Source: an optimization exercise on an open RTL-to-GDS flow (aim: a short achievable clock period and few clock cycles). Production flows keep margins and buffers that such runs may drop. At most, simulation tests tie the RTL to the original design; equivalence was not proved. For run 2, only the layout was checked, not whether the RTL still works. Power and IR drop assume default switching activity.

===== flow/design.v =====
`default_nettype none
package core_pkg;
    typedef logic [31:0] word_t;
    typedef logic [4:0]  reg_addr_t;
    localparam logic [6:0] OP_R      = 7'b0110011;
    localparam logic [6:0] OP_IMM    = 7'b0010011;
    localparam logic [6:0] OP_LUI    = 7'b0110111;
    localparam logic [6:0] OP_LOAD   = 7'b0000011;
    localparam logic [6:0] OP_STORE  = 7'b0100011;
    localparam logic [6:0] OP_BRANCH = 7'b1100011;
    localparam int BTB_N  = 4;
    localparam int BTB_W  = 2;
    localparam int TAG_LO = 2;
    localparam int TAG_HI = 11;
endpackage
`default_nettype wire
`default_nettype none
`timescale 1ns/100ps
module register_file (
    input  logic                clk,
    input  logic                a_en_i,
    input  core_pkg::reg_addr_t a_addr_i,
    input  core_pkg::word_t     a_data_i,
    input  logic                b_en_i,
    input  core_pkg::reg_addr_t b_addr_i,
    input  core_pkg::word_t     b_data_i,
    input  core_pkg::reg_addr_t rs1_addr_i,
    input  core_pkg::reg_addr_t rs2_addr_i,
    output core_pkg::word_t     rs1_data_o,
    output core_pkg::word_t     rs2_data_o
);
    core_pkg::word_t regs [1:31];
    always_ff @(posedge clk) begin
        for (int k = 1; k < 32; k++) begin
            if (a_en_i && a_addr_i == 5'(k)) begin
                regs[k] <= a_data_i;
            end else if (b_en_i && b_addr_i == 5'(k)) begin
                regs[k] <= b_data_i;
            end
        end
    end
    assign rs1_data_o = (rs1_addr_i == '0) ? 32'd0 : regs[rs1_addr_i];
    assign rs2_data_o = (rs2_addr_i == '0) ? 32'd0 : regs[rs2_addr_i];
endmodule
`default_nettype wire
`default_nettype none
`timescale 1ns/100ps
module fetch_stage #(
    parameter core_pkg::word_t BOOT_ADDRESS = '0
) (
    input  logic                         clk,
    input  logic                         rst_i,
    input  logic                         instr_rsp_i,
    input  core_pkg::word_t              instr_data_i,
    output logic                         instr_req_o,
    output core_pkg::word_t              instr_addr_o,
    output logic                         q_valid_o,
    output core_pkg::word_t              q_ir_o,
    output core_pkg::word_t              q_pc_o,
    output core_pkg::word_t              q_pnext_o,
    output logic                         q_hit_o,
    output logic [core_pkg::BTB_W-1:0]   q_idx_o,
    output logic                         q_held_o,
    output logic                         q_hold_o,
    input  logic                         deq_i,
    input  logic                         d_redirect_i,    
    input  core_pkg::word_t              d_redirect_pc_i,
    input  logic                         e_eq_i,
    input  logic                         redir1_i,
    input  core_pkg::word_t              rpc1_i,
    input  logic                         redir0_i,
    input  core_pkg::word_t              rpc0_i,
    output logic                         redirect_o,
    input  logic                         btb_ins_i,
    input  core_pkg::word_t              btb_pc_i,
    input  core_pkg::word_t              btb_tgt_i,
    input  logic                         btb_inv_i,
    input  logic [core_pkg::BTB_W-1:0]   btb_inv_idx_i
);
    localparam int N  = core_pkg::BTB_N;
    localparam int W  = core_pkg::BTB_W;
    localparam int TL = core_pkg::TAG_LO;
    localparam int TH = core_pkg::TAG_HI;
    logic            ireq_q;
    core_pkg::word_t iaddr_q;
    core_pkg::word_t oaddr_q;    
    logic            ikill_q;    
    core_pkg::word_t rdr_pc_q;   
    logic            hold_q;     
    core_pkg::word_t pred_q;
    logic            phit_q;
    logic [W-1:0]    pidx_q;
    logic [N-1:0]    bv_q;
    logic [TH:TL]    btag_q [N];
    core_pkg::word_t btgt_q [N];
    logic [W-1:0]    rr_q;
    logic [2:0]      qv_q;
    core_pkg::word_t qir_q   [3];
    core_pkg::word_t qpc_q   [3];
    core_pkg::word_t qpn_q   [3];
    logic [2:0]      qhit_q;
    logic [W-1:0]    qidx_q  [3];
    logic [2:0]      qheld_q;
    logic [N-1:0]    match;
    logic            hit;
    core_pkg::word_t tgt;
    logic [W-1:0]    idx;
    always_comb begin
        hit = 1'b0;
        tgt = '0;
        idx = '0;
        for (int k = 0; k < N; k++) begin
            match[k] = bv_q[k] && btag_q[k] == iaddr_q[TH:TL];
            hit      = hit | match[k];
            tgt      = tgt | ({32{match[k]}} & btgt_q[k]);
            idx      = idx | ({W{match[k]}} & W'(k));
        end
    end
    always_ff @(posedge clk) begin
        pred_q <= hit ? tgt : iaddr_q + 32'd4;
        phit_q <= hit;
        pidx_q <= idx;
    end
    logic            cap;
    logic            ct_in;
    logic            hold_in;
    logic            room_done;
    logic            room_idle;
    logic            ireq_d;
    logic            iaddr_en;
    core_pkg::word_t next_addr;
    core_pkg::word_t na_rest;
    core_pkg::word_t na1;
    core_pkg::word_t na0;
    logic            redirect_i;
    core_pkg::word_t redirect_pc_i;
    assign redirect_i    = e_eq_i ? redir1_i : redir0_i;
    assign redirect_pc_i = e_eq_i ? rpc1_i : rpc0_i;
    assign redirect_o    = redirect_i;
    assign cap = ireq_q && instr_rsp_i && !ikill_q && !redirect_i;
    assign ct_in   = instr_data_i[6:0] == core_pkg::OP_BRANCH && instr_data_i[14:12] == 3'b000 &&
                     instr_data_i[19:15] == instr_data_i[24:20];
    assign hold_in = ct_in && !phit_q;
    assign room_done = redirect_i || (!qv_q[2] && !(qv_q[1] && !ikill_q));
    assign room_idle = redirect_i || (!qv_q[2] && (!hold_q || d_redirect_i));
    always_comb begin
        if (d_redirect_i) begin
            na_rest = d_redirect_pc_i;
        end else if (ikill_q) begin
            na_rest = rdr_pc_q;
        end else begin
            na_rest = pred_q;
        end
        na1       = redir1_i ? rpc1_i : na_rest;
        na0       = redir0_i ? rpc0_i : na_rest;
        next_addr = e_eq_i ? na1 : na0;
    end
    always_comb begin
        if (ireq_q) begin
            ireq_d = instr_rsp_i ? room_done && !(cap && hold_in) : 1'b1;
        end else begin
            ireq_d = room_idle;
        end
    end
    assign iaddr_en = ireq_q ? instr_rsp_i : (redirect_i || d_redirect_i);
    always_ff @(posedge clk) begin
        if (rst_i) begin
            ireq_q  <= 1'b0;
            ikill_q <= 1'b0;
            hold_q  <= 1'b0;
        end else begin
            ireq_q <= ireq_d;
            if (ireq_q) begin
                if (instr_rsp_i) begin
                    ikill_q <= 1'b0;
                end else if (redirect_i) begin
                    ikill_q <= 1'b1;
                end
            end
            if (redirect_i || d_redirect_i) begin
                hold_q <= 1'b0;
            end else if (cap && hold_in) begin
                hold_q <= 1'b1;
            end
        end
    end
    always_ff @(posedge clk) begin
        if (rst_i) begin
            iaddr_q <= BOOT_ADDRESS;
        end else if (iaddr_en) begin
            iaddr_q <= next_addr;
        end
        if (redirect_i) begin
            rdr_pc_q <= redirect_pc_i;
        end
    end
    always_ff @(posedge clk) begin
        oaddr_q <= iaddr_en ? next_addr : iaddr_q;
    end
    logic [2:0] qv_s;    
    logic [2:0] slot;    
    assign qv_s = deq_i ? {1'b0, qv_q[2:1]} : qv_q;
    assign slot = ~qv_s & {qv_s[1:0], 1'b1};
    always_ff @(posedge clk) begin
        if (rst_i || redirect_i) begin
            qv_q <= 3'b000;
        end else begin
            qv_q <= qv_s | (cap ? slot : 3'b000);
        end
    end
    always_ff @(posedge clk) begin
        if (slot[0]) begin
            qir_q[0]   <= instr_data_i;
            qpc_q[0]   <= iaddr_q;
            qpn_q[0]   <= pred_q;
            qhit_q[0]  <= phit_q;
            qidx_q[0]  <= pidx_q;
            qheld_q[0] <= hold_in;
        end else if (deq_i) begin
            qir_q[0]   <= qir_q[1];
            qpc_q[0]   <= qpc_q[1];
            qpn_q[0]   <= qpn_q[1];
            qhit_q[0]  <= qhit_q[1];
            qidx_q[0]  <= qidx_q[1];
            qheld_q[0] <= qheld_q[1];
        end
        if (slot[1]) begin
            qir_q[1]   <= instr_data_i;
            qpc_q[1]   <= iaddr_q;
            qpn_q[1]   <= pred_q;
            qhit_q[1]  <= phit_q;
            qidx_q[1]  <= pidx_q;
            qheld_q[1] <= hold_in;
        end else if (deq_i) begin
            qir_q[1]   <= qir_q[2];
            qpc_q[1]   <= qpc_q[2];
            qpn_q[1]   <= qpn_q[2];
            qhit_q[1]  <= qhit_q[2];
            qidx_q[1]  <= qidx_q[2];
            qheld_q[1] <= qheld_q[2];
        end
        if (slot[2]) begin
            qir_q[2]   <= instr_data_i;
            qpc_q[2]   <= iaddr_q;
            qpn_q[2]   <= pred_q;
            qhit_q[2]  <= phit_q;
            qidx_q[2]  <= pidx_q;
            qheld_q[2] <= hold_in;
        end
    end
    logic            u_ins_q;
    logic [TH:TL]    u_tag_q;
    core_pkg::word_t u_tgt_q;
    logic            u_inv_q;
    logic [W-1:0]    u_idx_q;
    always_ff @(posedge clk) begin
        if (rst_i) begin
            u_ins_q <= 1'b0;
            u_inv_q <= 1'b0;
        end else begin
            u_ins_q <= btb_ins_i;
            u_inv_q <= btb_inv_i;
        end
        u_tag_q <= btb_pc_i[TH:TL];
        u_tgt_q <= btb_tgt_i;
        u_idx_q <= btb_inv_idx_i;
    end
    always_ff @(posedge clk) begin
        if (rst_i) begin
            bv_q <= '0;
            rr_q <= '0;
        end else begin
            if (u_inv_q) begin
                bv_q[u_idx_q] <= 1'b0;
            end
            if (u_ins_q) begin
                bv_q[rr_q] <= 1'b1;
                rr_q       <= rr_q + 1'b1;
            end
        end
    end
    always_ff @(posedge clk) begin
        if (u_ins_q) begin
            btag_q[rr_q] <= u_tag_q;
            btgt_q[rr_q] <= u_tgt_q;
        end
    end
    assign instr_req_o  = ireq_q;
    assign instr_addr_o = oaddr_q;
    assign q_valid_o = qv_q[0];
    assign q_ir_o    = qir_q[0];
    assign q_pc_o    = qpc_q[0];
    assign q_pnext_o = qpn_q[0];
    assign q_hit_o   = qhit_q[0];
    assign q_idx_o   = qidx_q[0];
    assign q_held_o  = qheld_q[0];
    assign q_hold_o  = qheld_q[0] && hold_q;
endmodule
`default_nettype wire
`default_nettype none
`timescale 1ns/100ps
module ks_adder (
    input  core_pkg::word_t a_i,
    input  core_pkg::word_t b_i,
    input  logic            cin_i,
    output core_pkg::word_t s_o
);
    logic [31:0] g [6];
    logic [31:0] p [6];
    logic [31:0] c;
    always_comb begin
        p[0] = a_i ^ b_i;
        g[0] = a_i & b_i;
        g[0][0] = g[0][0] | (p[0][0] & cin_i);
        for (int l = 1; l < 6; l++) begin
            for (int i = 0; i < 32; i++) begin
                if (i >= (1 << (l - 1))) begin
                    g[l][i] = g[l-1][i] | (p[l-1][i] & g[l-1][i - (1 << (l - 1))]);
                    p[l][i] = p[l-1][i] & p[l-1][i - (1 << (l - 1))];
                end else begin
                    g[l][i] = g[l-1][i];
                    p[l][i] = p[l-1][i];
                end
            end
        end
        c = {g[5][30:0], cin_i};
    end
    assign s_o = p[0] ^ c;
endmodule
module decode_execute_stage (
    input  logic                         clk,
    input  logic                         rst_i,
    input  logic                         q_valid_i,
    input  core_pkg::word_t              q_ir_i,
    input  core_pkg::word_t              q_pc_i,
    input  core_pkg::word_t              q_pnext_i,
    input  logic                         q_hit_i,
    input  logic [core_pkg::BTB_W-1:0]   q_idx_i,
    input  logic                         q_held_i,
    input  logic                         q_hold_i,
    output logic                         deq_o,
    output logic                         d_redirect_o,
    output core_pkg::word_t              d_redirect_pc_o,
    output core_pkg::reg_addr_t          rs1_addr_o,
    output core_pkg::reg_addr_t          rs2_addr_o,
    input  core_pkg::word_t              rs1_data_i,
    input  core_pkg::word_t              rs2_data_i,
    output logic                         wr_en_o,
    output core_pkg::reg_addr_t          wr_addr_o,
    output core_pkg::word_t              wr_data_o,
    input  logic                         ld0_pend_i,
    input  core_pkg::reg_addr_t          ld0_rd_i,
    input  logic                         ld1_pend_i,
    input  core_pkg::reg_addr_t          ld1_rd_i,
    input  logic                         mem_full_i,
    output logic                         mem_go_o,
    output logic                         mem_load_o,
    output core_pkg::word_t              mem_addr_o,
    output core_pkg::word_t              mem_wdata_o,
    output core_pkg::reg_addr_t          mem_rd_o,
    output logic                         e_eq_o,
    output logic                         redir1_o,
    output core_pkg::word_t              rpc1_o,
    output logic                         redir0_o,
    output core_pkg::word_t              rpc0_o,
    input  logic                         redirect_i,
    output logic                         btb_ins_o,
    output core_pkg::word_t              btb_pc_o,
    output core_pkg::word_t              btb_tgt_o,
    output logic                         btb_inv_o,
    output logic [core_pkg::BTB_W-1:0]   btb_inv_idx_o
);
    logic                       e_valid_q;
    core_pkg::word_t            e_a_q;
    core_pkg::word_t            e_b_q;
    logic                       e_cin_q;
    logic [1:0]                 e_sel_q;      
    logic                       e_wr_q;       
    logic                       e_load_q;
    logic                       e_store_q;
    logic                       e_beq_q;
    core_pkg::reg_addr_t        e_rd_q;
    core_pkg::word_t            e_sdata_q;
    core_pkg::word_t            e_pc_q;
    core_pkg::word_t            e_pc4_q;
    core_pkg::word_t            e_tgt_q;
    core_pkg::word_t            e_pn_q;       
    logic                       e_pt_q;       
    logic                       e_hit_q;      
    logic [core_pkg::BTB_W-1:0] e_idx_q;
    core_pkg::word_t e_sum;
    core_pkg::word_t e_res;
    logic            e_mem;
    logic            e_stall;
    logic            e_eq;
    logic            e_taken;
    logic            e_tgt_ok;
    ks_adder i_alu_add (
        .a_i   (e_a_q),
        .b_i   (e_b_q),
        .cin_i (e_cin_q),
        .s_o   (e_sum)
    );
    always_comb begin
        case (e_sel_q)
            2'd0:    e_res = e_sum;
            2'd1:    e_res = e_a_q ^ e_b_q;
            2'd2:    e_res = e_a_q | e_b_q;
            default: e_res = e_a_q & e_b_q;
        endcase
    end
    assign e_mem   = e_valid_q && (e_load_q || e_store_q);
    assign e_stall = e_mem && mem_full_i;
    assign mem_go_o    = e_mem && !mem_full_i;
    assign mem_load_o  = e_load_q;
    assign mem_addr_o  = e_sum;
    assign mem_wdata_o = e_sdata_q;
    assign mem_rd_o    = e_rd_q;
    logic                wb_v_q;
    core_pkg::reg_addr_t wb_rd_q;
    core_pkg::word_t     wb_data_q;
    always_ff @(posedge clk) begin
        if (rst_i) begin
            wb_v_q <= 1'b0;
        end else begin
            wb_v_q <= e_valid_q && e_wr_q;
        end
        wb_rd_q   <= e_rd_q;
        wb_data_q <= e_res;
    end
    assign wr_en_o   = wb_v_q;
    assign wr_addr_o = wb_rd_q;
    assign wr_data_o = wb_data_q;
    assign e_eq     = e_a_q == e_b_q;
    assign e_taken  = e_beq_q && e_eq;
    assign e_tgt_ok = e_pt_q && e_pn_q == e_tgt_q;
    assign e_eq_o   = e_eq;
    assign redir1_o = e_valid_q && (e_beq_q ? !e_tgt_ok : e_pt_q);
    assign rpc1_o   = e_beq_q ? e_tgt_q : e_pc4_q;
    assign redir0_o = e_valid_q && e_pt_q;
    assign rpc0_o   = e_pc4_q;
    assign btb_ins_o     = e_valid_q && e_taken && !(e_hit_q && e_tgt_ok);
    assign btb_pc_o      = e_pc_q;
    assign btb_tgt_o     = e_tgt_q;
    assign btb_inv_o     = e_valid_q && e_hit_q && !(e_taken && e_tgt_ok);
    assign btb_inv_idx_o = e_idx_q;
    core_pkg::word_t     ir;
    logic [6:0]          opcode;
    logic [2:0]          funct3;
    core_pkg::reg_addr_t rd;
    core_pkg::reg_addr_t rs1;
    core_pkg::reg_addr_t rs2;
    core_pkg::word_t     imm_i;
    core_pkg::word_t     imm_s;
    core_pkg::word_t     imm_u;
    core_pkg::word_t     imm_b;
    logic                is_r;
    logic                is_imm;
    logic                is_lui;
    logic                is_load;
    logic                is_store;
    logic                is_beq;
    logic                is_sub;
    logic                uses_rs1;
    logic                uses_rs2;
    logic                stall1;
    logic                stall2;
    logic                d_go;
    core_pkg::word_t     d_a;
    core_pkg::word_t     d_b;
    logic [1:0]          d_sel;
    core_pkg::word_t     d_pc4;
    core_pkg::word_t     d_tgt;
    assign ir     = q_ir_i;
    assign opcode = ir[6:0];
    assign funct3 = ir[14:12];
    assign rd     = ir[11:7];
    assign rs1    = ir[19:15];
    assign rs2    = ir[24:20];
    assign imm_i = {{20{ir[31]}}, ir[31:20]};
    assign imm_s = {{20{ir[31]}}, ir[31:25], ir[11:7]};
    assign imm_u = {ir[31:12], 12'b0};
    assign imm_b = {{19{ir[31]}}, ir[31], ir[7], ir[30:25], ir[11:8], 1'b0};
    assign is_r     = opcode == core_pkg::OP_R;
    assign is_imm   = opcode == core_pkg::OP_IMM;
    assign is_lui   = opcode == core_pkg::OP_LUI;
    assign is_load  = opcode == core_pkg::OP_LOAD;
    assign is_store = opcode == core_pkg::OP_STORE;
    assign is_beq   = opcode == core_pkg::OP_BRANCH && funct3 == 3'b000;
    assign is_sub   = is_r && funct3 == 3'b000 && ir[30];
    assign uses_rs1 = is_r || is_imm || is_load || is_store || is_beq;
    assign uses_rs2 = is_r || is_store || is_beq;
    assign rs1_addr_o = rs1;
    assign rs2_addr_o = rs2;
    function automatic logic pending(
        input core_pkg::reg_addr_t addr,
        input logic                e_w,
        input core_pkg::reg_addr_t e_rd,
        input logic                l0,
        input core_pkg::reg_addr_t l0_rd,
        input logic                l1,
        input core_pkg::reg_addr_t l1_rd
    );
        pending = (e_w && e_rd == addr) || (l0 && l0_rd == addr) || (l1 && l1_rd == addr);
    endfunction
    logic e_w;
    assign e_w = e_valid_q && (e_wr_q || e_load_q) && e_rd_q != '0;
    assign stall1 = uses_rs1 && pending(rs1, e_w, e_rd_q, ld0_pend_i, ld0_rd_i, ld1_pend_i, ld1_rd_i);
    assign stall2 = uses_rs2 && pending(rs2, e_w, e_rd_q, ld0_pend_i, ld0_rd_i, ld1_pend_i, ld1_rd_i);
    core_pkg::word_t rs1_val;
    core_pkg::word_t rs2_val;
    assign rs1_val = (wb_v_q && wb_rd_q == rs1) ? wb_data_q : rs1_data_i;
    assign rs2_val = (wb_v_q && wb_rd_q == rs2) ? wb_data_q : rs2_data_i;
    assign deq_o = q_valid_i && !e_stall && !stall1 && !stall2;
    assign d_go  = deq_o && !redirect_i;
    always_comb begin
        d_a   = rs1_val;
        d_b   = imm_i;
        d_sel = 2'd0;
        if (is_r) begin
            d_b = is_sub ? ~rs2_val : rs2_val;
            case (funct3)
                3'b100:  d_sel = 2'd1;
                3'b110:  d_sel = 2'd2;
                3'b111:  d_sel = 2'd3;
                default: d_sel = 2'd0;
            endcase
        end else if (is_lui) begin
            d_a = '0;
            d_b = imm_u;
        end else if (is_store) begin
            d_b = imm_s;
        end else if (is_beq) begin
            d_b = rs2_val;
        end
    end
    assign d_pc4 = q_pc_i + 32'd4;
    ks_adder i_tgt_add (
        .a_i   (q_pc_i),
        .b_i   (imm_b),
        .cin_i (1'b0),
        .s_o   (d_tgt)
    );
    assign d_redirect_o    = q_valid_i && q_hold_i;
    assign d_redirect_pc_o = d_tgt;
    always_ff @(posedge clk) begin
        if (rst_i) begin
            e_valid_q <= 1'b0;
        end else if (!e_stall) begin
            e_valid_q <= d_go;
        end
    end
    always_ff @(posedge clk) begin
        if (!e_stall) begin
            e_a_q     <= d_a;
            e_b_q     <= d_b;
            e_cin_q   <= is_sub;
            e_sel_q   <= d_sel;
            e_wr_q    <= (is_r || is_imm || is_lui) && rd != '0;
            e_load_q  <= is_load;
            e_store_q <= is_store;
            e_beq_q   <= is_beq;
            e_rd_q    <= rd;
            e_sdata_q <= rs2_val;
            e_pc_q    <= q_pc_i;
            e_pc4_q   <= d_pc4;
            e_tgt_q   <= d_tgt;
            e_pn_q    <= q_held_i ? d_tgt : q_pnext_i;
            e_pt_q    <= q_held_i || q_hit_i;
            e_hit_q   <= q_hit_i;
            e_idx_q   <= q_idx_i;
        end
    end
endmodule
`default_nettype wire
`default_nettype none
`timescale 1ns/100ps
module memory_stage (
    input  logic                  clk,
    input  logic                  rst_i,
    input  logic                  go_i,
    input  logic                  load_i,
    input  core_pkg::word_t       addr_i,
    input  core_pkg::word_t       wdata_i,
    input  core_pkg::reg_addr_t   rd_i,
    input  logic                  wr_en_i,
    input  core_pkg::reg_addr_t   wr_addr_i,
    input  logic                  data_mem_rsp_i,
    input  core_pkg::word_t       data_read_i,
    output logic                  full_o,
    output logic                  ld0_pend_o,
    output core_pkg::reg_addr_t   ld0_rd_o,
    output logic                  ld1_pend_o,
    output core_pkg::reg_addr_t   ld1_rd_o,
    output logic                  ld_wb_en_o,
    output core_pkg::word_t       ld_wb_data_o,
    output logic                  data_mem_rd_o,
    output logic                  data_mem_wr_o,
    output core_pkg::word_t       data_addr_o,
    output core_pkg::word_t       data_write_o
);
    logic                rd_q;
    logic                wr_q;
    core_pkg::word_t     addr_q;
    core_pkg::word_t     wdata_q;
    core_pkg::reg_addr_t ld_rd_q;
    logic                ld_we_q;
    logic                mb_v_q;
    logic                mb_load_q;
    core_pkg::word_t     mb_addr_q;
    core_pkg::word_t     mb_wdata_q;
    core_pkg::reg_addr_t mb_rd_q;
    logic                mb_we_q;
    logic free;
    logic a_kills_bus;
    logic a_kills_mb;
    assign free        = !(rd_q || wr_q) || data_mem_rsp_i;
    assign a_kills_bus = wr_en_i && wr_addr_i == ld_rd_q;
    assign a_kills_mb  = wr_en_i && wr_addr_i == mb_rd_q;
    assign full_o = mb_v_q;
    always_ff @(posedge clk) begin
        if (rst_i) begin
            rd_q    <= 1'b0;
            wr_q    <= 1'b0;
            ld_we_q <= 1'b0;
        end else if (free) begin
            if (mb_v_q) begin
                rd_q    <= mb_load_q;
                wr_q    <= !mb_load_q;
                ld_we_q <= mb_load_q && mb_we_q && !a_kills_mb;
            end else begin
                rd_q    <= go_i && load_i;
                wr_q    <= go_i && !load_i;
                ld_we_q <= go_i && load_i && rd_i != '0;
            end
        end else if (a_kills_bus) begin
            ld_we_q <= 1'b0;
        end
    end
    always_ff @(posedge clk) begin
        if (free) begin
            if (mb_v_q) begin
                addr_q  <= mb_addr_q;
                wdata_q <= mb_wdata_q;
                ld_rd_q <= mb_rd_q;
            end else begin
                addr_q  <= addr_i;
                wdata_q <= wdata_i;
                ld_rd_q <= rd_i;
            end
        end
    end
    always_ff @(posedge clk) begin
        if (rst_i) begin
            mb_v_q <= 1'b0;
        end else if (mb_v_q) begin
            mb_v_q <= !free;
        end else begin
            mb_v_q <= go_i && !free;
        end
    end
    always_ff @(posedge clk) begin
        if (!mb_v_q) begin
            mb_load_q  <= load_i;
            mb_addr_q  <= addr_i;
            mb_wdata_q <= wdata_i;
            mb_rd_q    <= rd_i;
            mb_we_q    <= load_i && rd_i != '0;
        end else if (a_kills_mb) begin
            mb_we_q <= 1'b0;
        end
    end
    assign ld0_pend_o   = rd_q && ld_we_q;
    assign ld0_rd_o     = ld_rd_q;
    assign ld1_pend_o   = mb_v_q && mb_load_q && mb_we_q;
    assign ld1_rd_o     = mb_rd_q;
    assign ld_wb_en_o   = rd_q && ld_we_q && data_mem_rsp_i;
    assign ld_wb_data_o = data_read_i;
    assign data_mem_rd_o = rd_q;
    assign data_mem_wr_o = wr_q;
    assign data_addr_o   = addr_q;
    assign data_write_o  = wdata_q;
endmodule
`default_nettype wire
`default_nettype none
`timescale 1ns/100ps
module core #(
    parameter core_pkg::word_t BOOT_ADDRESS = '0
) (
    input  logic            clk,
    input  logic            rst_i,
    output logic            instr_req_o,
    output core_pkg::word_t instr_addr_o,
    input  logic            instr_rsp_i,
    input  core_pkg::word_t instr_data_i,
    output logic            data_mem_rd_o,
    output logic            data_mem_wr_o,
    output core_pkg::word_t data_addr_o,
    output core_pkg::word_t data_write_o,
    input  logic            data_mem_rsp_i,
    input  core_pkg::word_t data_read_i
);
    logic                       q_valid;
    core_pkg::word_t            q_ir;
    core_pkg::word_t            q_pc;
    core_pkg::word_t            q_pnext;
    logic                       q_hit;
    logic [core_pkg::BTB_W-1:0] q_idx;
    logic                       deq;
    logic                       q_held;
    logic                       q_hold;
    logic                       d_redirect;
    core_pkg::word_t            d_redirect_pc;
    logic                       redirect;
    logic                       e_eq;
    logic                       redir1;
    core_pkg::word_t            rpc1;
    logic                       redir0;
    core_pkg::word_t            rpc0;
    logic                       btb_ins;
    core_pkg::word_t            btb_pc;
    core_pkg::word_t            btb_tgt;
    logic                       btb_inv;
    logic [core_pkg::BTB_W-1:0] btb_inv_idx;
    core_pkg::reg_addr_t        rs1_addr;
    core_pkg::reg_addr_t        rs2_addr;
    core_pkg::word_t            rs1_data;
    core_pkg::word_t            rs2_data;
    logic                       wr_en;
    core_pkg::reg_addr_t        wr_addr;
    core_pkg::word_t            wr_data;
    logic                       ld0_pend;
    core_pkg::reg_addr_t        ld0_rd;
    logic                       ld1_pend;
    core_pkg::reg_addr_t        ld1_rd;
    logic                       ld_wb_en;
    core_pkg::word_t            ld_wb_data;
    logic                       mem_full;
    logic                       mem_go;
    logic                       mem_load;
    core_pkg::word_t            mem_addr;
    core_pkg::word_t            mem_wdata;
    core_pkg::reg_addr_t        mem_rd;
    fetch_stage #(
        .BOOT_ADDRESS (BOOT_ADDRESS)
    ) i_fetch (
        .clk           (clk),
        .rst_i         (rst_i),
        .instr_rsp_i   (instr_rsp_i),
        .instr_data_i  (instr_data_i),
        .instr_req_o   (instr_req_o),
        .instr_addr_o  (instr_addr_o),
        .q_valid_o     (q_valid),
        .q_ir_o        (q_ir),
        .q_pc_o        (q_pc),
        .q_pnext_o     (q_pnext),
        .q_hit_o       (q_hit),
        .q_idx_o       (q_idx),
        .q_held_o      (q_held),
        .q_hold_o      (q_hold),
        .deq_i         (deq),
        .d_redirect_i    (d_redirect),
        .d_redirect_pc_i (d_redirect_pc),
        .e_eq_i        (e_eq),
        .redir1_i      (redir1),
        .rpc1_i        (rpc1),
        .redir0_i      (redir0),
        .rpc0_i        (rpc0),
        .redirect_o    (redirect),
        .btb_ins_i     (btb_ins),
        .btb_pc_i      (btb_pc),
        .btb_tgt_i     (btb_tgt),
        .btb_inv_i     (btb_inv),
        .btb_inv_idx_i (btb_inv_idx)
    );
    decode_execute_stage i_decode_execute (
        .clk            (clk),
        .rst_i          (rst_i),
        .q_valid_i      (q_valid),
        .q_ir_i         (q_ir),
        .q_pc_i         (q_pc),
        .q_pnext_i      (q_pnext),
        .q_hit_i        (q_hit),
        .q_idx_i        (q_idx),
        .q_held_i       (q_held),
        .q_hold_i       (q_hold),
        .deq_o          (deq),
        .d_redirect_o    (d_redirect),
        .d_redirect_pc_o (d_redirect_pc),
        .rs1_addr_o     (rs1_addr),
        .rs2_addr_o     (rs2_addr),
        .rs1_data_i     (rs1_data),
        .rs2_data_i     (rs2_data),
        .wr_en_o        (wr_en),
        .wr_addr_o      (wr_addr),
        .wr_data_o      (wr_data),
        .ld0_pend_i     (ld0_pend),
        .ld0_rd_i       (ld0_rd),
        .ld1_pend_i     (ld1_pend),
        .ld1_rd_i       (ld1_rd),
        .mem_full_i     (mem_full),
        .mem_go_o       (mem_go),
        .mem_load_o     (mem_load),
        .mem_addr_o     (mem_addr),
        .mem_wdata_o    (mem_wdata),
        .mem_rd_o       (mem_rd),
        .e_eq_o         (e_eq),
        .redir1_o       (redir1),
        .rpc1_o         (rpc1),
        .redir0_o       (redir0),
        .rpc0_o         (rpc0),
        .redirect_i     (redirect),
        .btb_ins_o      (btb_ins),
        .btb_pc_o       (btb_pc),
        .btb_tgt_o      (btb_tgt),
        .btb_inv_o      (btb_inv),
        .btb_inv_idx_o  (btb_inv_idx)
    );
    memory_stage i_memory (
        .clk            (clk),
        .rst_i          (rst_i),
        .go_i           (mem_go),
        .load_i         (mem_load),
        .addr_i         (mem_addr),
        .wdata_i        (mem_wdata),
        .rd_i           (mem_rd),
        .wr_en_i        (wr_en),
        .wr_addr_i      (wr_addr),
        .data_mem_rsp_i (data_mem_rsp_i),
        .data_read_i    (data_read_i),
        .full_o         (mem_full),
        .ld0_pend_o     (ld0_pend),
        .ld0_rd_o       (ld0_rd),
        .ld1_pend_o     (ld1_pend),
        .ld1_rd_o       (ld1_rd),
        .ld_wb_en_o     (ld_wb_en),
        .ld_wb_data_o   (ld_wb_data),
        .data_mem_rd_o  (data_mem_rd_o),
        .data_mem_wr_o  (data_mem_wr_o),
        .data_addr_o    (data_addr_o),
        .data_write_o   (data_write_o)
    );
    register_file i_register_file (
        .clk        (clk),
        .a_en_i     (wr_en),
        .a_addr_i   (wr_addr),
        .a_data_i   (wr_data),
        .b_en_i     (ld_wb_en),
        .b_addr_i   (ld0_rd),
        .b_data_i   (ld_wb_data),
        .rs1_addr_i (rs1_addr),
        .rs2_addr_i (rs2_addr),
        .rs1_data_o (rs1_data),
        .rs2_data_o (rs2_data)
    );
endmodule
`default_nettype wire

===== flow/flow/run.sh =====
#!/bin/bash
# Standard layout, with timing repair aiming for slack well beyond the
# clock period's needs. Each tool's output goes to a log in this folder.
set -euo pipefail
bash standard.sh SETUP_SLACK_MARGIN=7 finish > make_finish.log 2>&1

===== flow/standard.sh =====
#!/bin/bash
# synth_recipe.tcl (not shown) runs the flow's synth.tcl, then flattens the netlist and writes it again
# the make line also repeats each setting of config.mk as NAME=value (left out here)
make -C /OpenROAD-flow-scripts/flow DESIGN_CONFIG=/design/flow/config.mk WORK_HOME=/design/flow/orfs CLKGATE_MAP_FILE= SYNTH_SCRIPT=/design/flow/synth_recipe.tcl "${@:-finish}"

===== flow/config.mk =====
export PLATFORM = sky130hd
export DESIGN_NAME = core
export DESIGN_NICKNAME = core
export VERILOG_FILES = /design/flow/design.v
export SDC_FILE = /design/flow/constraint.sdc
export NUM_CORES = 4
export LEC_CHECK = 0
export ABC_CLOCK_PERIOD_IN_PS = 2500
export CAP_MARGIN = 20
export CORE_MARGIN = 2
export CORE_UTILIZATION = 40
export SLEW_MARGIN = 20

===== flow/constraint.sdc =====
create_clock -name core_clock -period 10.0 [get_ports {clk}]
set_input_delay 2.0000 -clock core_clock [delete_from_list [all_inputs] [get_ports {clk}]]
set_output_delay 2.0000 -clock core_clock [all_outputs]
set_load 0.01 [all_outputs]

==> results of run 1 <==
==> what timing repair did <==
item,CTS,global route
cloned,111,27
setup endpoints to repair,2569,1508
pin swaps,350,378
setup buffers,571,255
resized for setup,1870,663
==> registers in the layout (all words and copies together), names as in the netlist, 40 cells and up <==
| register | flops |
|---|---|
| i_register_file.regs | 992 |
| i_fetch.btgt_q | 128 |
| i_fetch.qir_q | 96 |
| i_fetch.qpc_q | 96 |
| i_fetch.qpn_q | 96 |
| i_fetch.btag_q | 40 |
==> cell usage after synthesis (100+ instances only) <==
cell type,number
edfxtp_1,1780
mux2_2,1184
clkbuf_1,532
nand2_1,471
a22oi_1,469
dfxtp_1,269
a21oi_1,257
nor2_1,251
a221oi_1,228
a22o_1,215
xnor2_1,168
nand4_1,162
o21ai_0,143
inv_1,123
ha_1,104
mux2_1,100
==> power by group through the flow <==
stage               clock network (W)  logic [W]  registers [W]
floorplan                           0    0.00295         0.0109
global placement                    0    0.00506         0.0113
detailed placement                  0    0.00511         0.0113
CTS                           0.00877    0.00690         0.0111
global route                  0.00909    0.00828         0.0112
finish                        0.00878    0.00812         0.0112
==> per-layer routing <==
metal	wire, um	up-vias	GRT usage (%)
met5	1080	-	1.26
met4	47100	34	25.7
met3	91300	2789	18.5
met2	204000	9043	52.6
met1	194000	43200	52.6
li1	-	31800	-
==> worst max-delay path, delay by kind of cell (launching register included) <==
kind / cells / cell delay [ns]
xor gates and xnor gates: 1 / 0.19
DFF: 1 / 0.39
buffers and inverters: 5 / 0.91
and+or+nand+nor: 4 / 0.83
muxes: 1 / 0.17
AOI/OAI and AO/OA: 3 / 0.75
==> through the flow <==
| stage | instances | instance area [um2] |
|---|---|---|
| 3_3_place_gp | 10700 | 106000 |
| 4_1_cts | 11700 | 128000 |
| 2_1_floorplan | 7602 | 100000 |
| 5_1_grt | 12000 | 134000 |
| 3_5_place_dp | 10700 | 106000 |
| 6_report | 12100 | 134000 |
==> layout make-up <==
cell class                      instances  area, um2  area share (%)
Timing Repair Buffer                 1368      17600            13.1
Inverter                              125        497           0.370
Antenna cell                           43        108          0.0802
Tap cell                             3330       4170            3.11
Clock buffer                          285       5940            4.43
Sequential cell                      2049      58900            43.9
Clock inverter                        130       1740            1.30
Multi-Input combinational cell       4745      45200            33.7
==> cells by family after synthesis <==
family          count (synthesis)  share of synthesized area (%)
simple gates                 1301                           6.29
buf+inv                       827                           3.33
flops                        2049                           58.9
xor+xnor                      261                           2.29
compound gates               1696                           12.5
fa+ha+maj                     107                           1.36
mux                          1361                           15.3
==> final timing paths <==
path         depth (start not counted)                            startpoint  slack, ns                              endpoint
max reg2reg                         14        i_fetch.qir_q[0][20]$_DFFE_PP_       6.41  i_decode_execute.e_b_q[31]$_DFFE_PN_
min                                  0  i_decode_execute.e_pc_q[2]$_DFFE_PN_       0.34            i_fetch.u_tag_q[2]$_DFF_P_
min reg2reg                          0  i_decode_execute.e_pc_q[2]$_DFFE_PN_       0.34            i_fetch.u_tag_q[2]$_DFF_P_
max                                 14        i_fetch.qir_q[0][20]$_DFFE_PP_       6.41  i_decode_execute.e_b_q[31]$_DFFE_PN_
==> impl_metrics.prom, run 1 <==
# TYPE chip_impl_metric gauge
chip_impl_info{name="run_status",value="no timing/DRC/antenna violations"} 1
chip_impl_info{name="yosys.area.top_type",value="edfxtp_1"} 1
chip_impl_info{name="grt_setup_unrepaired",value="yes"} 1
chip_impl_info{name="layout_common_cells",value="1780 x edfxtp_1, 1148 x mux2_2, 545 x buf_4"} 1
chip_impl_metric{name="netlist-cell-type-count",unit=""} 90
chip_impl_metric{name="firstDrtPassIters",unit=""} 20
chip_impl_metric{name="max_cap_viol_count",unit=""} 0
chip_impl_metric{name="cts_max_path_buffers",unit=""} 3
chip_impl_metric{name="drt_iter0_drc",unit=""} 18000
chip_impl_metric{name="floorplan.die.width",unit="um"} 504
chip_impl_metric{name="htree_num_levels",unit=""} 4
chip_impl_metric{name="post_synth_inst_count",unit=""} 7602
chip_impl_metric{name="ys_ff_latch",unit=""} 2049
chip_impl_metric{name="area_delta_synth_final",unit="%"} 34.3
chip_impl_metric{name="yosysWarningCount",unit=""} 44
chip_impl_metric{name="p_switching",unit="W"} 0.00937
chip_impl_metric{name="timing.slew.headroom",unit="%"} 10.1
chip_impl_metric{name="syn-mean-instance-area",unit="um2"} 13.1
chip_impl_metric{name="tightestPinTransition",unit="ns"} 1.35
chip_impl_metric{name="grt_pass1_wl",unit="um"} 694000
chip_impl_metric{name="leakage",unit="nW"} 47.4
chip_impl_metric{name="switching_share",unit="%"} 33.4
chip_impl_metric{name="ir_worst_vdd",unit="mV"} 0.184
chip_impl_metric{name="grt-ovfl-total",unit=""} 0
chip_impl_metric{name="clock-skew-final",unit="ns"} 0.131
chip_impl_info{name="cp_cell_instances",value="buf_12, buf_16, buf_16, or3b_4, buf_6, nor2_4, buf_12, a22oi_1, nand4_1, nor2_2, a21oi_4, mux2i_2, xnor2_1, o221ai_1"} 1
chip_impl_metric{name="vias_per_inst",unit=""} 7.19
chip_impl_metric{name="synthesis.nets",unit=""} 7777
chip_impl_metric{name="vias_in_the_first_global_route",unit=""} 79000
chip_impl_metric{name="initial_antenna_violation_count",unit=""} 46
chip_impl_metric{name="clock_latency",unit="ns"} 0.97
chip_impl_metric{name="syn_area",unit="mm2"} 0.0999
chip_impl_metric{name="pre_cts_ws",unit="ns"} 4.66
chip_impl_metric{name="finalWirelength",unit="um"} 538000
chip_impl_metric{name="placementRows",unit=""} 183
chip_impl_metric{name="fin_crit_sh",unit="%"} 35.9
chip_impl_metric{name="fmax",unit="GHz"} 0.279
chip_impl_metric{name="groute.usage.overall",unit="%"} 40.1
chip_impl_metric{name="finalWorstSetupSlack",unit="ns"} 6.41
chip_impl_metric{name="synth_async_sr_flop_share",unit="%"} 0
chip_impl_metric{name="final-hold-violation-count",unit=""} 0
chip_impl_metric{name="place.port_buffers",unit=""} 166
chip_impl_info{name="tritoncts",value="done"} 1
chip_impl_info{name="synthTopCellsByArea",value="edfxtp_1 54%, mux2_2 13%, dfxtp_1 5.4%"} 1
chip_impl_metric{name="finalNetCount",unit=""} 8685
chip_impl_metric{name="die_height",unit="um"} 504
chip_impl_info{name="setup.worst_path.start_class",value="flop"} 1
chip_impl_metric{name="tritoncts_num_sinks",unit=""} 2049
chip_impl_metric{name="fin_total_pwr",unit="W"} 0.0281
chip_impl_metric{name="critical-path-max-stage-delay",unit="ns"} 0.49
chip_impl_metric{name="hold-worst-slack",unit="ns"} 0.339
chip_impl_metric{name="period_needed",unit="ns"} 3.59
chip_impl_info{name="hold_path_class",value="flop to flop"} 1
chip_impl_metric{name="power.share.clock",unit="%"} 31.3
chip_impl_metric{name="power_density",unit="mW/mm2"} 209
chip_impl_metric{name="ctsHoldBuffers",unit=""} 0
chip_impl_metric{name="critPathArrivalTime",unit="ns"} 4.21
chip_impl_metric{name="cp_data_required_time",unit="ns"} 10.62
chip_impl_metric{name="globalplace.congestion",unit=""} 0.967
chip_impl_metric{name="tritoncts_buffers",unit=""} 221
chip_impl_metric{name="boundaryPins",unit=""} 167
chip_impl_metric{name="floorplan.die_area",unit="mm2"} 0.254
chip_impl_metric{name="yosysSeqAreaShare",unit="%"} 58.9
chip_impl_metric{name="grt_start_max_net_pins",unit=""} 84
chip_impl_metric{name="cell_internal_pwr",unit="W"} 0.0187
chip_impl_metric{name="total_vias_in_the_final_route",unit=""} 86800
chip_impl_metric{name="cts.reportedPaths.clkPinSlew",unit="ns"} 0.06
chip_impl_metric{name="finalMaxSlewViolations",unit=""} 0
chip_impl_metric{name="synth_edf_count",unit=""} 1780
chip_impl_info{name="timing_worst_setup_path_type",value="flop to flop"} 1
chip_impl_metric{name="starting_density_of_the_core",unit="%"} 40.2
chip_impl_info{name="clock_tree.root_cell",value="clkbuf_16"} 1
chip_impl_metric{name="detail_route.wl_per_cell",unit="um"} 44.5
chip_impl_metric{name="final.setup.tns",unit="ns"} 0
chip_impl_metric{name="core_area",unit="mm2"} 0.248
chip_impl_metric{name="setup_viol",unit=""} 0
chip_impl_info{name="slowest_stage",value="a21oi_4"} 1
chip_impl_metric{name="layout.filler_cells",unit=""} 19900
chip_impl_metric{name="dpl.hpwl",unit="um"} 275000
chip_impl_info{name="mostFrequentLayoutCell",value="edfxtp_1"} 1
chip_impl_metric{name="route.antenna.remaining_nets",unit=""} 0
chip_impl_metric{name="highest_net_fanout_along_the_worst_path",unit=""} 13
chip_impl_metric{name="post-synth-top-area-fraction",unit="%"} 53.5
chip_impl_metric{name="layout-drive-gt1-share",unit="%"} 45.2
chip_impl_info{name="synth_flop_cell",value="edfxtp_1"} 1
chip_impl_metric{name="final_core_util",unit="%"} 54.0
chip_impl_metric{name="share_seq_of_total_power",unit="%"} 39.8
chip_impl_metric{name="drc",unit=""} 0
chip_impl_metric{name="comb_power_share",unit="%"} 28.9
chip_impl_info{name="endpoint_kind",value="flop"} 1
Testbench counts, summed over its fixed seeds: cycles 182,277.
==> run 2: changes to the inputs <==
--- a/flow/design.v
+++ b/flow/design.v
@@ -64,12 +64,8 @@
     output logic                         q_hold_o,
     input  logic                         deq_i,
-    input  logic                         d_redirect_i,    
+    input  logic                         d_redirect_i,
     input  core_pkg::word_t              d_redirect_pc_i,
-    input  logic                         e_eq_i,
-    input  logic                         redir1_i,
-    input  core_pkg::word_t              rpc1_i,
-    input  logic                         redir0_i,
-    input  core_pkg::word_t              rpc0_i,
-    output logic                         redirect_o,
+    input  logic                         redirect_i,
+    input  core_pkg::word_t              redirect_pc_i,
     input  logic                         btb_ins_i,
     input  core_pkg::word_t              btb_pc_i,
@@ -130,12 +126,4 @@
     logic            iaddr_en;
     core_pkg::word_t next_addr;
-    core_pkg::word_t na_rest;
-    core_pkg::word_t na1;
-    core_pkg::word_t na0;
-    logic            redirect_i;
-    core_pkg::word_t redirect_pc_i;
-    assign redirect_i    = e_eq_i ? redir1_i : redir0_i;
-    assign redirect_pc_i = e_eq_i ? rpc1_i : rpc0_i;
-    assign redirect_o    = redirect_i;
     assign cap = ireq_q && instr_rsp_i && !ikill_q && !redirect_i;
     assign ct_in   = instr_data_i[6:0] == core_pkg::OP_BRANCH && instr_data_i[14:12] == 3'b000 &&
@@ -145,14 +133,13 @@
     assign room_idle = redirect_i || (!qv_q[2] && (!hold_q || d_redirect_i));
     always_comb begin
-        if (d_redirect_i) begin
-            na_rest = d_redirect_pc_i;
+        if (redirect_i) begin
+            next_addr = redirect_pc_i;
+        end else if (d_redirect_i) begin
+            next_addr = d_redirect_pc_i;
         end else if (ikill_q) begin
-            na_rest = rdr_pc_q;
+            next_addr = rdr_pc_q;
         end else begin
-            na_rest = pred_q;
+            next_addr = pred_q;
         end
-        na1       = redir1_i ? rpc1_i : na_rest;
-        na0       = redir0_i ? rpc0_i : na_rest;
-        next_addr = e_eq_i ? na1 : na0;
     end
     always_comb begin
@@ -196,5 +183,7 @@
     end
     always_ff @(posedge clk) begin
-        oaddr_q <= iaddr_en ? next_addr : iaddr_q;
+        if (!rst_i && ireq_d) begin
+            oaddr_q <= iaddr_en ? next_addr : iaddr_q;
+        end
     end
     logic [2:0] qv_s;    
@@ -359,10 +348,6 @@
     output core_pkg::word_t              mem_wdata_o,
     output core_pkg::reg_addr_t          mem_rd_o,
-    output logic                         e_eq_o,
-    output logic                         redir1_o,
-    output core_pkg::word_t              rpc1_o,
-    output logic                         redir0_o,
-    output core_pkg::word_t              rpc0_o,
-    input  logic                         redirect_i,
+    output logic                         redirect_o,
+    output core_pkg::word_t              redirect_pc_o,
     output logic                         btb_ins_o,
     output core_pkg::word_t              btb_pc_o,
@@ -417,27 +402,12 @@
     assign mem_wdata_o = e_sdata_q;
     assign mem_rd_o    = e_rd_q;
-    logic                wb_v_q;
-    core_pkg::reg_addr_t wb_rd_q;
-    core_pkg::word_t     wb_data_q;
-    always_ff @(posedge clk) begin
-        if (rst_i) begin
-            wb_v_q <= 1'b0;
-        end else begin
-            wb_v_q <= e_valid_q && e_wr_q;
-        end
-        wb_rd_q   <= e_rd_q;
-        wb_data_q <= e_res;
-    end
-    assign wr_en_o   = wb_v_q;
-    assign wr_addr_o = wb_rd_q;
-    assign wr_data_o = wb_data_q;
+    assign wr_en_o   = e_valid_q && e_wr_q;
+    assign wr_addr_o = e_rd_q;
+    assign wr_data_o = e_res;
     assign e_eq     = e_a_q == e_b_q;
     assign e_taken  = e_beq_q && e_eq;
     assign e_tgt_ok = e_pt_q && e_pn_q == e_tgt_q;
-    assign e_eq_o   = e_eq;
-    assign redir1_o = e_valid_q && (e_beq_q ? !e_tgt_ok : e_pt_q);
-    assign rpc1_o   = e_beq_q ? e_tgt_q : e_pc4_q;
-    assign redir0_o = e_valid_q && e_pt_q;
-    assign rpc0_o   = e_pc4_q;
+    assign redirect_o    = e_valid_q && (e_taken ? !e_tgt_ok : e_pt_q);
+    assign redirect_pc_o = e_taken ? e_tgt_q : e_pc4_q;
     assign btb_ins_o     = e_valid_q && e_taken && !(e_hit_q && e_tgt_ok);
     assign btb_pc_o      = e_pc_q;
@@ -508,16 +478,12 @@
     assign stall1 = uses_rs1 && pending(rs1, e_w, e_rd_q, ld0_pend_i, ld0_rd_i, ld1_pend_i, ld1_rd_i);
     assign stall2 = uses_rs2 && pending(rs2, e_w, e_rd_q, ld0_pend_i, ld0_rd_i, ld1_pend_i, ld1_rd_i);
-    core_pkg::word_t rs1_val;
-    core_pkg::word_t rs2_val;
-    assign rs1_val = (wb_v_q && wb_rd_q == rs1) ? wb_data_q : rs1_data_i;
-    assign rs2_val = (wb_v_q && wb_rd_q == rs2) ? wb_data_q : rs2_data_i;
     assign deq_o = q_valid_i && !e_stall && !stall1 && !stall2;
-    assign d_go  = deq_o && !redirect_i;
+    assign d_go  = deq_o && !redirect_o;
     always_comb begin
-        d_a   = rs1_val;
+        d_a   = rs1_data_i;
         d_b   = imm_i;
         d_sel = 2'd0;
         if (is_r) begin
-            d_b = is_sub ? ~rs2_val : rs2_val;
+            d_b = is_sub ? ~rs2_data_i : rs2_data_i;
             case (funct3)
                 3'b100:  d_sel = 2'd1;
@@ -532,5 +498,5 @@
             d_b = imm_s;
         end else if (is_beq) begin
-            d_b = rs2_val;
+            d_b = rs2_data_i;
         end
     end
@@ -542,5 +508,5 @@
         .s_o   (d_tgt)
     );
-    assign d_redirect_o    = q_valid_i && q_hold_i;
+    assign d_redirect_o    = q_valid_i && q_hold_i && !redirect_o;
     assign d_redirect_pc_o = d_tgt;
     always_ff @(posedge clk) begin
@@ -562,5 +528,5 @@
             e_beq_q   <= is_beq;
             e_rd_q    <= rd;
-            e_sdata_q <= rs2_val;
+            e_sdata_q <= rs2_data_i;
             e_pc_q    <= q_pc_i;
             e_pc4_q   <= d_pc4;
@@ -713,9 +679,5 @@
     core_pkg::word_t            d_redirect_pc;
     logic                       redirect;
-    logic                       e_eq;
-    logic                       redir1;
-    core_pkg::word_t            rpc1;
-    logic                       redir0;
-    core_pkg::word_t            rpc0;
+    core_pkg::word_t            redirect_pc;
     logic                       btb_ins;
     core_pkg::word_t            btb_pc;
@@ -762,10 +724,6 @@
         .d_redirect_i    (d_redirect),
         .d_redirect_pc_i (d_redirect_pc),
-        .e_eq_i        (e_eq),
-        .redir1_i      (redir1),
-        .rpc1_i        (rpc1),
-        .redir0_i      (redir0),
-        .rpc0_i        (rpc0),
-        .redirect_o    (redirect),
+        .redirect_i    (redirect),
+        .redirect_pc_i (redirect_pc),
         .btb_ins_i     (btb_ins),
         .btb_pc_i      (btb_pc),
@@ -805,10 +763,6 @@
         .mem_wdata_o    (mem_wdata),
         .mem_rd_o       (mem_rd),
-        .e_eq_o         (e_eq),
-        .redir1_o       (redir1),
-        .rpc1_o         (rpc1),
-        .redir0_o       (redir0),
-        .rpc0_o         (rpc0),
-        .redirect_i     (redirect),
+        .redirect_o     (redirect),
+        .redirect_pc_o  (redirect_pc),
         .btb_ins_o      (btb_ins),
         .btb_pc_o       (btb_pc),
--- a/flow/config.mk
+++ b/flow/config.mk
@@ -9,4 +9,6 @@
 export CAP_MARGIN = 20
 export CORE_MARGIN = 2
-export CORE_UTILIZATION = 40
+export CORE_UTILIZATION = 50
+export CTS_CLUSTER_DIAMETER = 100
+export CTS_CLUSTER_SIZE = 30
 export SLEW_MARGIN = 20
==> run 2 against run 1 <==
The flow now stops in global routing. Synthesized cell count up 15%. Area after synthesis down 1.8%.
==> impl_metrics.prom, run 2 <==
# TYPE chip_impl_metric gauge
chip_impl_metric{name="grt_start_max_net_pins",unit=""} 94
chip_impl_metric{name="die_height",unit="um"} 447
chip_impl_metric{name="ys_ff_latch",unit=""} 2011
chip_impl_metric{name="htree_num_levels",unit=""} 3
chip_impl_info{name="firstError",value="[ERROR GRT-0232] Routing congestion too high. Check the congestion heatmap in the GUI."} 1
chip_impl_metric{name="dpl.hpwl",unit="um"} 261000
chip_impl_metric{name="synth_simple_gate_area_share",unit="%"} 10.7
chip_impl_metric{name="globalplace.congestion",unit=""} 1.00
chip_impl_metric{name="syn_area",unit="mm2"} 0.0981
chip_impl_metric{name="place.port_buffers",unit=""} 166
chip_impl_metric{name="tritoncts_num_sinks",unit=""} 2011
chip_impl_metric{name="netlist-cell-type-count",unit=""} 86
chip_impl_metric{name="post-synth-top-area-fraction",unit="%"} 55.5
chip_impl_metric{name="fraction_of_synthesized_area_in_multiplexers",unit="%"} 4.95
chip_impl_metric{name="boundaryPins",unit=""} 167
chip_impl_info{name="clock_tree.root_cell",value="clkbuf_16"} 1
chip_impl_metric{name="placementRows",unit=""} 162
chip_impl_metric{name="starting_density_of_the_core",unit="%"} 50.3
chip_impl_metric{name="tritoncts_buffers",unit=""} 85
chip_impl_info{name="yosys.area.top_type",value="edfxtp_1"} 1
chip_impl_metric{name="syn-mean-instance-area",unit="um2"} 11.2
chip_impl_metric{name="yosys.area_share.adder",unit="%"} 1.39
chip_impl_metric{name="grt-ovfl-total",unit=""} 1
chip_impl_metric{name="synth_async_sr_flop_share",unit="%"} 0
chip_impl_metric{name="synthesis.nets",unit=""} 8929
chip_impl_info{name="synthTopCellsByArea",value="edfxtp_1 55%, o21ai_0 4.8%, a22oi_1 4.7%"} 1
chip_impl_metric{name="synth-xor-area-share",unit="%"} 2.16
chip_impl_info{name="synth_commonest_cells",value="1812 x edfxtp_1, 1236 x nand2_1, 945 x o21ai_0"} 1
chip_impl_metric{name="synth_area_in_compound_gates",unit="%"} 17.5
chip_impl_info{name="synthMostInstantiatedCell",value="edfxtp_1"} 1
chip_impl_metric{name="floorplan.die.width",unit="um"} 447
chip_impl_info{name="synth_top_family_by_area",value="compound AO/OA/AOI/OAI gates"} 1
chip_impl_metric{name="ctsHoldBuffers",unit=""} 0
chip_impl_metric{name="cts_max_path_buffers",unit=""} 3
chip_impl_metric{name="post_synth_inst_count",unit=""} 8754
chip_impl_metric{name="groute.usage.overall",unit="%"} 52.9
chip_impl_metric{name="yosysSeqAreaShare",unit="%"} 59.5
chip_impl_info{name="run_status",value="stopped before the end"} 1
chip_impl_info{name="haltStage",value="global routing"} 1
chip_impl_metric{name="synth_edf_count",unit=""} 1812
chip_impl_info{name="synth_flop_cell",value="edfxtp_1"} 1
chip_impl_metric{name="yosysWarningCount",unit=""} 44
[run 2: cell count changes after synthesis, moves of 85 or more]
cell	delta
o21ai_0	+802
mux2_2	-820
a22oi_1	+150
mux2_1	-100
nand2_1	+765
nor2_1	+158
clkbuf_1	+207
a21oi_1	+85
nand3_1	+90
[run 2: per-stage QoR]
stage / util (%) / setup WS (ns) / instance area [um2] / cells
after floorplan: - / 6.28 / 98500 / 8754
after global placement: 52.9 / 4.53 / 103000 / 10900
after detailed placement: 53.0 / 4.54 / 103000 / 11000
after CTS: 62.1 / 6.40 / 121000 / 11700
[run 2: how the worst max path moves through the flow]
| stage | to |
|---|---|
| 2_1_floorplan | i_fetch.qheld_q[1]$_DFFE_PP_ |
| 3_3_place_gp | i_register_file.regs[5][11]$_DFFE_PP_ |
| 3_5_place_dp | i_register_file.regs[5][13]$_DFFE_PP_ |
| 4_1_cts | instr_addr_o[31] |
[run 2: layer usage]
layer,GRT usage (%),overflow
met1,59.5,0
met2,68.2,1
met3,33.9,0
met4,43.7,0
met5,10.9,0
[run 2: logic make-up after synthesis]
kind of cell	after synthesis
xor gates and xnor gates	242
DFF	2011
AOI/OAI and AO/OA	2625
and+or+nand+nor	2380
buffers and inverters	952
muxes	437
adders and majority gates	107
[run 2: power by group through the flow]
stage	Sequential (W)	Combinational, W	Clock, W
after CTS	0.00989	0.00606	0.00464
after detailed placement	0.0101	0.00313	0
after global placement	0.0101	0.00309	0
after floorplan	0.0100	0.00166	0
[run 2: timing repair]
action	CTS
pin swaps	753
gates resized for setup	2464
setup buffers	506
cloned	129
setup endpoints to repair	2897

## separate check: timing with driven ports
Ports are ideal in the flow. The routed layout listed here was re-timed in OpenROAD.
Step 1, drivers: a clkbuf_16 drives clk and a buf_2 each remaining input, both assumed.
Step 2, shift: input delay + t, output delay - t, t = (earliest + latest rising clock arrival at the registers) / 2. This alone moves slack from input paths to output paths.
Slacks: no drivers / after step 1 / after step 2; pairs: no drivers / after step 1.
run: run 1
t (ns): 1.016
setup slack, ns: 6.412 / 6.308 / 5.658
clock arrival spread, ns: 0.137 / 0.137
worst register clock-pin slew, ns: 0.07 / 0.07
After both steps setup and hold are still met in run 1. The setup slack of run 1 moves by -0.104 ns with the drivers and by -0.754 ns with both steps.
